Background: an optimization exercise with open tools, aiming at small area and a short achievable clock period. Do not read the settings as production practice.
Where RTL was checked, it was by simulation tests only, not by an equivalence proof against the original.
No activity file was given, so power comes from the tool's default toggle rates.

## main
==> module stack_ram, before the edit <==
module stack_ram (
  input  logic       clk,
  input  logic [1:0] wb_en_i,
  input  logic [3:0] wb_row0_i,
  input  logic [3:0] wb_row1_i,
  input  logic [7:0] wb_data0_i,
  input  logic [7:0] wb_data1_i,
  input  logic [3:0] rd_row0_i,
  input  logic [3:0] rd_row1_i,
  output logic [7:0] rd_data0_o,
  output logic [7:0] rd_data1_o
);
  logic [31:0][7:0][7:0] ring_q;
  logic [15:0][7:0]      tail0, tail1;
  always_ff @(posedge clk) begin
    for (int g = 0; g < 32; g++) begin
      ring_q[g][0] <= ring_q[g][7];
      if (g % 2 == 0) begin
        if (wb_en_i[0] && wb_row0_i == 4'(g / 2)) ring_q[g][1] <= wb_data0_i;
        else                                      ring_q[g][1] <= ring_q[g][0];
      end else begin
        if (wb_en_i[1] && wb_row1_i == 4'(g / 2)) ring_q[g][1] <= wb_data1_i;
        else                                      ring_q[g][1] <= ring_q[g][0];
      end
      for (int j = 2; j < 8; j++) ring_q[g][j] <= ring_q[g][j-1];
    end
  end
  always_comb begin
    for (int h = 0; h < 16; h++) begin
      tail0[h] = ring_q[2*h][7];
      tail1[h] = ring_q[2*h+1][7];
    end
  end
  assign rd_data0_o = tail0[rd_row0_i];
  assign rd_data1_o = tail1[rd_row1_i];
endmodule
==> module param_stack, before the edit <==
module param_stack #(
  parameter int DATA_W = stack_pkg::DATA_W_DEF,
  parameter int DEPTH  = stack_pkg::DEPTH_DEF,
  parameter int PTR_W  = 8
) (
  input  logic              clk,
  input  logic              rst,
  input  logic              push,
  input  logic              pop,
  input  logic              tos,
  input  logic              clr_err,
  input  logic [DATA_W-1:0] d_in,
  output logic [DATA_W-1:0] d_out,
  output logic              d_out_vld,
  output logic [PTR_W:0]    count,
  output logic              empty,
  output logic              full,
  output logic              overflow,
  output logic              underflow
);
  logic [8:0]       cnt_q;
  logic             empty_q, full_q;
  logic [7:0]       dout_q;
  logic             vld_q, ovf_q, unf_q;
  logic [15:0][7:0] cache_q;
  logic [15:0]      sv_q;       
  logic [15:0]      sd_q;       
  logic [2:0]       ph_q;       
  logic [1:0]       wbg_q;      
  logic [1:0]       ldg_q;      
  logic [1:0][3:0]  hi_q;       
  logic [1:0]       ld_en_q;
  logic [1:0]       wb_en_q;    
  logic [1:0][3:0]  wb_row_q;   
  logic [1:0][7:0]  wb_data_q, ld_data_q;
  logic [2:0]       ld_off_q;
  logic [7:0]       rd_data0, rd_data1;
  logic       inc, dec, repl, rd;
  logic [3:0]       sa;
  logic [15:0]      oh_a, oh_b;    
  logic [15:0][7:0] cache_top;     
  assign sa = cnt_q[3:0];
  always_comb begin
    for (int s = 0; s < 16; s++) begin
      oh_a[s]      = (sa == 4'(s));
      oh_b[s]      = (sa == 4'(s + 1));
      cache_top[s] = cache_q[(s + 15) % 16];
    end
  end
  assign inc  = push && !full_q && (!pop || empty_q);
  assign dec  = pop && !push && !empty_q;
  assign repl = push && pop && !empty_q;
  assign rd   = !empty_q && (pop || (tos && !push));
  logic [2:0] ph_n;
  assign ph_n = ph_q + 3'd1;
  logic [1:0][3:0] hi_d;
  logic [1:0]      evt_d;
  always_comb begin
    for (int p = 0; p < 2; p++) begin
      logic [3:0] s;
      s = {p[0], ph_n};
      hi_d[p]  = (s < cnt_q[3:0]) ? cnt_q[7:4] : cnt_q[7:4] - 4'd1;
      evt_d[p] = (inc && oh_a[s]) || ((dec || repl) && oh_b[s]);
    end
  end
  logic [1:0] wb_go, ld_go, wbg_d, ldg_d;
  always_comb begin
    for (int p = 0; p < 2; p++) begin
      wbg_d[p] = sd_q[{p[0], ph_n}] && !evt_d[p];
      ldg_d[p] = !sv_q[{p[0], ph_n}] && !evt_d[p];
    end
  end
  assign wb_go = wbg_q;
  assign ld_go = ldg_q;
  always_ff @(posedge clk) begin
    ld_data_q[0] <= rd_data0;
    ld_data_q[1] <= rd_data1;
    for (int p = 0; p < 2; p++) begin
      wb_data_q[p] <= cache_q[{p[0], ph_q}];
      wb_row_q[p]  <= hi_q[p];
    end
    hi_q     <= hi_d;
    ld_off_q <= ph_q;
  end
  always_ff @(posedge clk) begin
    if (rst) begin
      cnt_q   <= '0;
      empty_q <= 1'b1;
      full_q  <= 1'b0;
      dout_q  <= '0;
      vld_q   <= 1'b0;
      ovf_q   <= 1'b0;
      unf_q   <= 1'b0;
      sv_q    <= '1;
      sd_q    <= '0;
      ph_q    <= '0;
      ld_en_q <= '0;
      wb_en_q <= '0;
      wbg_q   <= '0;
      ldg_q   <= '0;
    end else begin
      ph_q    <= ph_n;
      ld_en_q <= ld_go;
      wb_en_q <= wb_go;
      wbg_q   <= wbg_d;
      ldg_q   <= ldg_d;
      if (inc) begin
        cnt_q   <= cnt_q + 9'd1;
        empty_q <= 1'b0;
        full_q  <= (cnt_q == 9'd255);
      end else if (dec) begin
        cnt_q   <= cnt_q - 9'd1;
        empty_q <= (cnt_q == 9'd1);
        full_q  <= 1'b0;
      end
      vld_q <= rd;
      if (rd) dout_q <= cache_top[sa];
      ovf_q <= (ovf_q && !clr_err) || (push && !pop && full_q);
      unf_q <= (unf_q && !clr_err) || (empty_q && (pop || (tos && !push)));
      for (int s = 0; s < 16; s++) begin
        if ((inc && oh_a[s]) || (repl && oh_b[s])) begin
          cache_q[s] <= d_in;
          sv_q[s]    <= 1'b1;
          sd_q[s]    <= 1'b1;
        end else if (dec && oh_b[s]) begin
          sv_q[s] <= (cnt_q <= 9'd16);
          sd_q[s] <= 1'b0;
        end else begin
          if (ld_en_q[s / 8] && ld_off_q == 3'(s % 8) && !sv_q[s]) begin
            cache_q[s] <= ld_data_q[s / 8];
            sv_q[s]    <= 1'b1;
          end
          if (ph_q == 3'(s % 8) && wb_go[s / 8]) sd_q[s] <= 1'b0;
        end
      end
    end
  end
  stack_ram u_ram (
    .clk        (clk),
    .wb_en_i    (wb_en_q),
    .wb_row0_i  (wb_row_q[0]),
    .wb_row1_i  (wb_row_q[1]),
    .wb_data0_i (wb_data_q[0]),
    .wb_data1_i (wb_data_q[1]),
    .rd_row0_i  (hi_q[0]),
    .rd_row1_i  (hi_q[1]),
    .rd_data0_o (rd_data0),
    .rd_data1_o (rd_data1)
  );
  assign count     = cnt_q;
  assign empty     = empty_q;
  assign full      = full_q;
  assign d_out     = dout_q;
  assign d_out_vld = vld_q;
  assign overflow  = ovf_q;
  assign underflow = unf_q;
endmodule
clock: 4.5 ns
lec_check: 0
abc_area: 1
cap_margin: 20
core_margin: 2
core_utilization: 70
cts_cluster_diameter: 100
cts_cluster_size: 25
setup_slack_margin: 2.35
slew_margin: 20
run.sh (not shown) runs the stock make flow with config.mk's settings and CLKGATE_MAP_FILE= SYNTH_SCRIPT=/design/flow/synth_recipe.tcl, a recipe that flattens the netlist after the stock synthesis.
Changes in the feature branch relative to main:
--- a/flow/design.v
+++ b/flow/design.v
@@ -4,11 +4,10 @@
 endpackage
 module stack_ram (
   input  logic       clk,
-  input  logic [1:0] wb_en_i,
-  input  logic [3:0] wb_row0_i,
-  input  logic [3:0] wb_row1_i,
-  input  logic [7:0] wb_data0_i,
-  input  logic [7:0] wb_data1_i,
+  input  logic [15:0] wb_we0_i,   
+  input  logic [15:0] wb_we1_i,   
+  input  logic [7:0]  wb_data0_i,
+  input  logic [7:0]  wb_data1_i,
   input  logic [3:0] rd_row0_i,
   input  logic [3:0] rd_row1_i,
   output logic [7:0] rd_data0_o,
@@ -20,10 +19,10 @@
     for (int g = 0; g < 32; g++) begin
       ring_q[g][0] <= ring_q[g][7];
       if (g % 2 == 0) begin
-        if (wb_en_i[0] && wb_row0_i == 4'(g / 2)) ring_q[g][1] <= wb_data0_i;
+        if (wb_we0_i[g / 2]) ring_q[g][1] <= wb_data0_i;
         else                                      ring_q[g][1] <= ring_q[g][0];
       end else begin
-        if (wb_en_i[1] && wb_row1_i == 4'(g / 2)) ring_q[g][1] <= wb_data1_i;
+        if (wb_we1_i[g / 2]) ring_q[g][1] <= wb_data1_i;
         else                                      ring_q[g][1] <= ring_q[g][0];
       end
       for (int j = 2; j < 8; j++) ring_q[g][j] <= ring_q[g][j-1];
@@ -70,8 +69,7 @@
   logic [1:0]       ldg_q;      
   logic [1:0][3:0]  hi_q;       
   logic [1:0]       ld_en_q;
-  logic [1:0]       wb_en_q;    
-  logic [1:0][3:0]  wb_row_q;   
+  logic [1:0][15:0] wb_we_q;    
   logic [1:0][7:0]  wb_data_q, ld_data_q;
   logic [2:0]       ld_off_q;
   logic [7:0]       rd_data0, rd_data1;
@@ -117,7 +115,7 @@
     ld_data_q[1] <= rd_data1;
     for (int p = 0; p < 2; p++) begin
       wb_data_q[p] <= cache_q[{p[0], ph_q}];
-      wb_row_q[p]  <= hi_q[p];
+      for (int h = 0; h < 16; h++) wb_we_q[p][h] <= wb_go[p] && hi_q[p] == 4'(h);
     end
     hi_q     <= hi_d;
     ld_off_q <= ph_q;
@@ -135,13 +133,11 @@
       sd_q    <= '0;
       ph_q    <= '0;
       ld_en_q <= '0;
-      wb_en_q <= '0;
       wbg_q   <= '0;
       ldg_q   <= '0;
     end else begin
       ph_q    <= ph_n;
       ld_en_q <= ld_go;
-      wb_en_q <= wb_go;
       wbg_q   <= wbg_d;
       ldg_q   <= ldg_d;
       if (inc) begin
@@ -177,9 +173,8 @@
   end
   stack_ram u_ram (
     .clk        (clk),
-    .wb_en_i    (wb_en_q),
-    .wb_row0_i  (wb_row_q[0]),
-    .wb_row1_i  (wb_row_q[1]),
+    .wb_we0_i   (wb_we_q[0]),
+    .wb_we1_i   (wb_we_q[1]),
     .wb_data0_i (wb_data_q[0]),
     .wb_data1_i (wb_data_q[1]),
     .rd_row0_i  (hi_q[0]),
[summary]
- The feature branch vs main: total power density per cell area down slightly
- The feature branch ended up with a higher share of post-route cells with drive strength above 1 than main did.
- Per the comparison of the feature branch with main, overall power shows a reduction of 0.41%, first-pass GRT wire length lost about 0.56%, core outline area comparable.
The RTL of main was laid out without a check of its function.

---

The RTL this note starts from:
==> flow/design.v <==
package stack_pkg;
  localparam int DATA_W_DEF = 8;
  localparam int DEPTH_DEF  = 256;
endpackage
module stack_ram (
  input  logic       clk,
  input  logic [1:0] wb_en_i,
  input  logic [3:0] row0_i,
  input  logic [3:0] row1_i,
  input  logic [7:0] wb_data0_i,
  input  logic [7:0] wb_data1_i,
  output logic [7:0] rd_data0_o,
  output logic [7:0] rd_data1_o
);
  logic [31:0][7:0][7:0] ring_q;
  logic [15:0][7:0]      tail0, tail1;
  always_ff @(posedge clk) begin
    for (int g = 0; g < 32; g++) begin
      if (g % 2 == 0) begin
        if (wb_en_i[0] && row0_i == 4'(g / 2)) ring_q[g][0] <= wb_data0_i;
        else                                   ring_q[g][0] <= ring_q[g][7];
      end else begin
        if (wb_en_i[1] && row1_i == 4'(g / 2)) ring_q[g][0] <= wb_data1_i;
        else                                   ring_q[g][0] <= ring_q[g][7];
      end
      for (int j = 1; j < 8; j++) ring_q[g][j] <= ring_q[g][j-1];
    end
  end
  always_comb begin
    for (int h = 0; h < 16; h++) begin
      tail0[h] = ring_q[2*h][7];
      tail1[h] = ring_q[2*h+1][7];
    end
  end
  assign rd_data0_o = tail0[row0_i];
  assign rd_data1_o = tail1[row1_i];
endmodule
module param_stack #(
  parameter int DATA_W = stack_pkg::DATA_W_DEF,
  parameter int DEPTH  = stack_pkg::DEPTH_DEF,
  parameter int PTR_W  = 8
) (
  input  logic              clk,
  input  logic              rst,
  input  logic              push,
  input  logic              pop,
  input  logic              tos,
  input  logic              clr_err,
  input  logic [DATA_W-1:0] d_in,
  output logic [DATA_W-1:0] d_out,
  output logic              d_out_vld,
  output logic [PTR_W:0]    count,
  output logic              empty,
  output logic              full,
  output logic              overflow,
  output logic              underflow
);
  logic [8:0]       cnt_q;
  logic             empty_q, full_q;
  logic [7:0]       dout_q;
  logic             vld_q, ovf_q, unf_q;
  logic [8:0]       top_q;      
  logic             ne_q, nf_q;  
  logic [15:0][7:0] cache_q;
  logic [15:0]      sv_q;       
  logic [15:0]      sd_q;       
  logic [2:0]       ph_q;       
  logic [1:0]       wbg_q;      
  logic [1:0]       ldg_q;      
  logic [1:0][3:0]  hi_q;       
  logic [1:0][7:0]  wb_data;
  logic [7:0]       rd_data0, rd_data1;
  logic inc, dec, rd;
  assign inc = push && nf_q && (!pop || !ne_q);
  assign dec = pop && !push && ne_q;
  assign rd  = ne_q && (pop || (tos && !push));
  logic [15:0] oh_a, oh_b, a0, a1, wr, pd;
  always_comb begin
    for (int s = 0; s < 16; s++) begin
      oh_b[s] = (top_q[3:0] == 4'(s));           
      oh_a[s] = (top_q[3:0] == 4'((s + 15) % 16));  
      a0[s]   = nf_q && oh_a[s];                  
      a1[s]   = ne_q ? oh_b[s] : oh_a[s];         
      wr[s]   = push && (pop ? a1[s] : a0[s]);
      pd[s]   = pop && !push && ne_q && oh_b[s];
    end
  end
  logic [2:0]      ph_n;
  logic [1:0][3:0] hi_d;
  logic [1:0]      evt_d;
  assign ph_n = ph_q + 3'd1;
  always_comb begin
    for (int p = 0; p < 2; p++) begin
      logic [3:0] s;
      s = {p[0], ph_n};
      hi_d[p]  = (s <= top_q[3:0]) ? top_q[7:4] : top_q[7:4] - 4'd1;
      evt_d[p] = wr[s] || pd[s];
    end
  end
  logic [1:0] wbg_d, ldg_d;
  always_comb begin
    for (int p = 0; p < 2; p++) begin
      wbg_d[p]   = sd_q[{p[0], ph_n}] && !evt_d[p];
      ldg_d[p]   = !sv_q[{p[0], ph_n}] && !evt_d[p];
      wb_data[p] = cache_q[{p[0], ph_q}];
    end
  end
  always_ff @(posedge clk) hi_q <= hi_d;
  always_ff @(posedge clk) begin
    if (rst) begin
      cnt_q   <= '0;
      empty_q <= 1'b1;
      full_q  <= 1'b0;
      dout_q  <= '0;
      vld_q   <= 1'b0;
      ovf_q   <= 1'b0;
      unf_q   <= 1'b0;
      top_q   <= '1;
      ne_q    <= 1'b0;
      nf_q    <= 1'b1;
      sv_q    <= '1;
      sd_q    <= '0;
      ph_q    <= '0;
      wbg_q   <= '0;
      ldg_q   <= '0;
    end else begin
      ph_q  <= ph_n;
      wbg_q <= wbg_d;
      ldg_q <= ldg_d;
      if (inc) begin
        top_q   <= top_q + 9'd1;
        cnt_q   <= top_q + 9'd2;
        ne_q    <= 1'b1;
        empty_q <= 1'b0;
        nf_q    <= (top_q != 9'd254);
        full_q  <= (top_q == 9'd254);
      end else if (dec) begin
        top_q   <= top_q - 9'd1;
        cnt_q   <= top_q;
        ne_q    <= (top_q != 9'd0);
        empty_q <= (top_q == 9'd0);
        nf_q    <= 1'b1;
        full_q  <= 1'b0;
      end
      vld_q <= rd;
      if (rd) dout_q <= cache_q[top_q[3:0]];
      ovf_q <= (ovf_q && !clr_err) || (push && !pop && !nf_q);
      unf_q <= (unf_q && !clr_err) || (!ne_q && (pop || (tos && !push)));
      for (int s = 0; s < 16; s++) begin
        if (wr[s]) begin
          cache_q[s] <= d_in;
          sv_q[s]    <= 1'b1;
          sd_q[s]    <= 1'b1;
        end else if (pd[s]) begin
          sv_q[s] <= (top_q[8:4] == 5'd0);
          sd_q[s] <= 1'b0;
        end else begin
          if (ph_q == 3'(s % 8) && ldg_q[s / 8]) begin
            cache_q[s] <= (s < 8) ? rd_data0 : rd_data1;
            sv_q[s]    <= 1'b1;
          end
          if (ph_q == 3'(s % 8) && wbg_q[s / 8]) sd_q[s] <= 1'b0;
        end
      end
    end
  end
  stack_ram u_ram (
    .clk        (clk),
    .wb_en_i    (wbg_q),
    .row0_i     (hi_q[0]),
    .row1_i     (hi_q[1]),
    .wb_data0_i (wb_data[0]),
    .wb_data1_i (wb_data[1]),
    .rd_data0_o (rd_data0),
    .rd_data1_o (rd_data1)
  );
  assign count     = cnt_q;
  assign empty     = empty_q;
  assign full      = full_q;
  assign d_out     = dout_q;
  assign d_out_vld = vld_q;
  assign overflow  = ovf_q;
  assign underflow = unf_q;
endmodule
==> flow/config.mk <==
export PLATFORM = sky130hd
export DESIGN_NAME = param_stack
export DESIGN_NICKNAME = param_stack
export VERILOG_FILES = /design/flow/design.v
export SDC_FILE = /design/flow/constraint.sdc
export NUM_CORES = 4
export LEC_CHECK = 0
export ABC_AREA = 1
export CAP_MARGIN = 20
export CORE_MARGIN = 2
export CORE_UTILIZATION = 70
export CTS_CLUSTER_DIAMETER = 100
export CTS_CLUSTER_SIZE = 25
export SETUP_SLACK_MARGIN = 2.35
export SLEW_MARGIN = 20
==> flow/constraint.sdc <==
create_clock -name core_clock -period 4.5 [get_ports {clk}]
set_input_delay 0.9000 -clock core_clock [delete_from_list [all_inputs] [get_ports {clk}]]
set_output_delay 0.9000 -clock core_clock [all_outputs]
set_load 0.01 [all_outputs]
The baseline completed without violations.
Next try:
--- a/flow/design.v
+++ b/flow/design.v
@@ -4,11 +4,12 @@
 endpackage
 module stack_ram (
   input  logic       clk,
-  input  logic [1:0] wb_en_i,
-  input  logic [3:0] row0_i,
-  input  logic [3:0] row1_i,
-  input  logic [7:0] wb_data0_i,
-  input  logic [7:0] wb_data1_i,
+  input  logic [15:0] wb_we0_i,   
+  input  logic [15:0] wb_we1_i,   
+  input  logic [7:0]  wb_data0_i,
+  input  logic [7:0]  wb_data1_i,
+  input  logic [3:0] rd_row0_i,
+  input  logic [3:0] rd_row1_i,
   output logic [7:0] rd_data0_o,
   output logic [7:0] rd_data1_o
 );
@@ -16,14 +17,15 @@
   logic [15:0][7:0]      tail0, tail1;
   always_ff @(posedge clk) begin
     for (int g = 0; g < 32; g++) begin
+      ring_q[g][0] <= ring_q[g][7];
       if (g % 2 == 0) begin
-        if (wb_en_i[0] && row0_i == 4'(g / 2)) ring_q[g][0] <= wb_data0_i;
-        else                                   ring_q[g][0] <= ring_q[g][7];
+        if (wb_we0_i[g / 2]) ring_q[g][1] <= wb_data0_i;
+        else                                      ring_q[g][1] <= ring_q[g][0];
       end else begin
-        if (wb_en_i[1] && row1_i == 4'(g / 2)) ring_q[g][0] <= wb_data1_i;
-        else                                   ring_q[g][0] <= ring_q[g][7];
+        if (wb_we1_i[g / 2]) ring_q[g][1] <= wb_data1_i;
+        else                                      ring_q[g][1] <= ring_q[g][0];
       end
-      for (int j = 1; j < 8; j++) ring_q[g][j] <= ring_q[g][j-1];
+      for (int j = 2; j < 8; j++) ring_q[g][j] <= ring_q[g][j-1];
     end
   end
   always_comb begin
@@ -32,8 +34,8 @@
       tail1[h] = ring_q[2*h+1][7];
     end
   end
-  assign rd_data0_o = tail0[row0_i];
-  assign rd_data1_o = tail1[row1_i];
+  assign rd_data0_o = tail0[rd_row0_i];
+  assign rd_data1_o = tail1[rd_row1_i];
 endmodule
 module param_stack #(
   parameter int DATA_W = stack_pkg::DATA_W_DEF,
@@ -68,7 +70,10 @@
   logic [1:0]       wbg_q;      
   logic [1:0]       ldg_q;      
   logic [1:0][3:0]  hi_q;       
-  logic [1:0][7:0]  wb_data;
+  logic [1:0]       ld_en_q;    
+  logic [2:0]       ld_off_q;   
+  logic [1:0][15:0] wb_we_q;    
+  logic [1:0][7:0]  wb_data_q, ld_data_q;
   logic [7:0]       rd_data0, rd_data1;
   logic inc, dec, rd;
   assign inc = push && nf_q && (!pop || !ne_q);
@@ -102,10 +107,18 @@
     for (int p = 0; p < 2; p++) begin
       wbg_d[p]   = sd_q[{p[0], ph_n}] && !evt_d[p];
       ldg_d[p]   = !sv_q[{p[0], ph_n}] && !evt_d[p];
-      wb_data[p] = cache_q[{p[0], ph_q}];
-    end
-  end
-  always_ff @(posedge clk) hi_q <= hi_d;
+    end
+  end
+  always_ff @(posedge clk) begin
+    ld_data_q[0] <= rd_data0;
+    ld_data_q[1] <= rd_data1;
+    for (int p = 0; p < 2; p++) begin
+      wb_data_q[p] <= cache_q[{p[0], ph_q}];
+      for (int h = 0; h < 16; h++) wb_we_q[p][h] <= wbg_q[p] && hi_q[p] == 4'(h);
+    end
+    hi_q     <= hi_d;
+    ld_off_q <= ph_q;
+  end
   always_ff @(posedge clk) begin
     if (rst) begin
       cnt_q   <= '0;
@@ -123,10 +136,12 @@
       ph_q    <= '0;
       wbg_q   <= '0;
       ldg_q   <= '0;
+      ld_en_q <= '0;
     end else begin
       ph_q  <= ph_n;
       wbg_q <= wbg_d;
       ldg_q <= ldg_d;
+      ld_en_q <= ldg_q;
       if (inc) begin
         top_q   <= top_q + 9'd1;
         cnt_q   <= top_q + 9'd2;
@@ -155,8 +170,8 @@
           sv_q[s] <= (top_q[8:4] == 5'd0);
           sd_q[s] <= 1'b0;
         end else begin
-          if (ph_q == 3'(s % 8) && ldg_q[s / 8]) begin
-            cache_q[s] <= (s < 8) ? rd_data0 : rd_data1;
+          if (ld_en_q[s / 8] && ld_off_q == 3'(s % 8) && !sv_q[s]) begin
+            cache_q[s] <= ld_data_q[s / 8];
             sv_q[s]    <= 1'b1;
           end
           if (ph_q == 3'(s % 8) && wbg_q[s / 8]) sd_q[s] <= 1'b0;
@@ -166,11 +181,12 @@
   end
   stack_ram u_ram (
     .clk        (clk),
-    .wb_en_i    (wbg_q),
-    .row0_i     (hi_q[0]),
-    .row1_i     (hi_q[1]),
-    .wb_data0_i (wb_data[0]),
-    .wb_data1_i (wb_data[1]),
+    .wb_we0_i   (wb_we_q[0]),
+    .wb_we1_i   (wb_we_q[1]),
+    .wb_data0_i (wb_data_q[0]),
+    .wb_data1_i (wb_data_q[1]),
+    .rd_row0_i  (hi_q[0]),
+    .rd_row1_i  (hi_q[1]),
     .rd_data0_o (rd_data0),
     .rd_data1_o (rd_data1)
   );
Result: Power is higher slightly. Worst hold slack gets worse by 0.036 ns. Register-to-register slack gets better by 0.11 ns. Via count is lower by a few percent. Routed wire length is higher slightly. Design area is higher by a few percent. Final cell count is lower slightly. Utilization is lower by 0.81 points.
No functional check of the RTL was part of any run of this note.

what the ideal ports hide:
The flow's constraints put no driver on any port. The routed layouts listed below were extracted and timed again, unchanged, in two steps.
Step 1, drivers: a clkbuf_16 drives clk and a buf_2 each remaining input, both assumed.
Step 2 times the ports against the registers' clock, not the clock port: input delays grow and output delays shrink by t, the midpoint of the rising clock arrivals with the driver on.
Three values: no drivers, after step 1, after step 2; two values: the first two.
run | t, ns | setup slack, ns | worst setup path at the end | latest minus earliest clock arrival (ns) | worst register clock-pin slew, ns
main | 0.755 | 2.255 / 2.192 / 1.648 | input to register | 0.059 / 0.058 | 0.11 / 0.11
the feature branch | 0.749 | 2.263 / 2.195 / 1.685 | input to register | 0.044 / 0.044 | 0.11 / 0.11
the first run of note 2 | 0.752 | 2.218 / 2.218 / 1.742 | input to register | 0.044 / 0.043 | 0.11 / 0.11
the second run of note 2 | 0.740 | 2.330 / 2.316 / 1.578 | input to register | 0.081 / 0.081 | 0.12 / 0.12
After both steps every run listed still meets setup and hold. For the second run of note 2, which loses most, drivers alone change the setup slack by -0.014 ns; drivers and shift together by -0.752 ns.
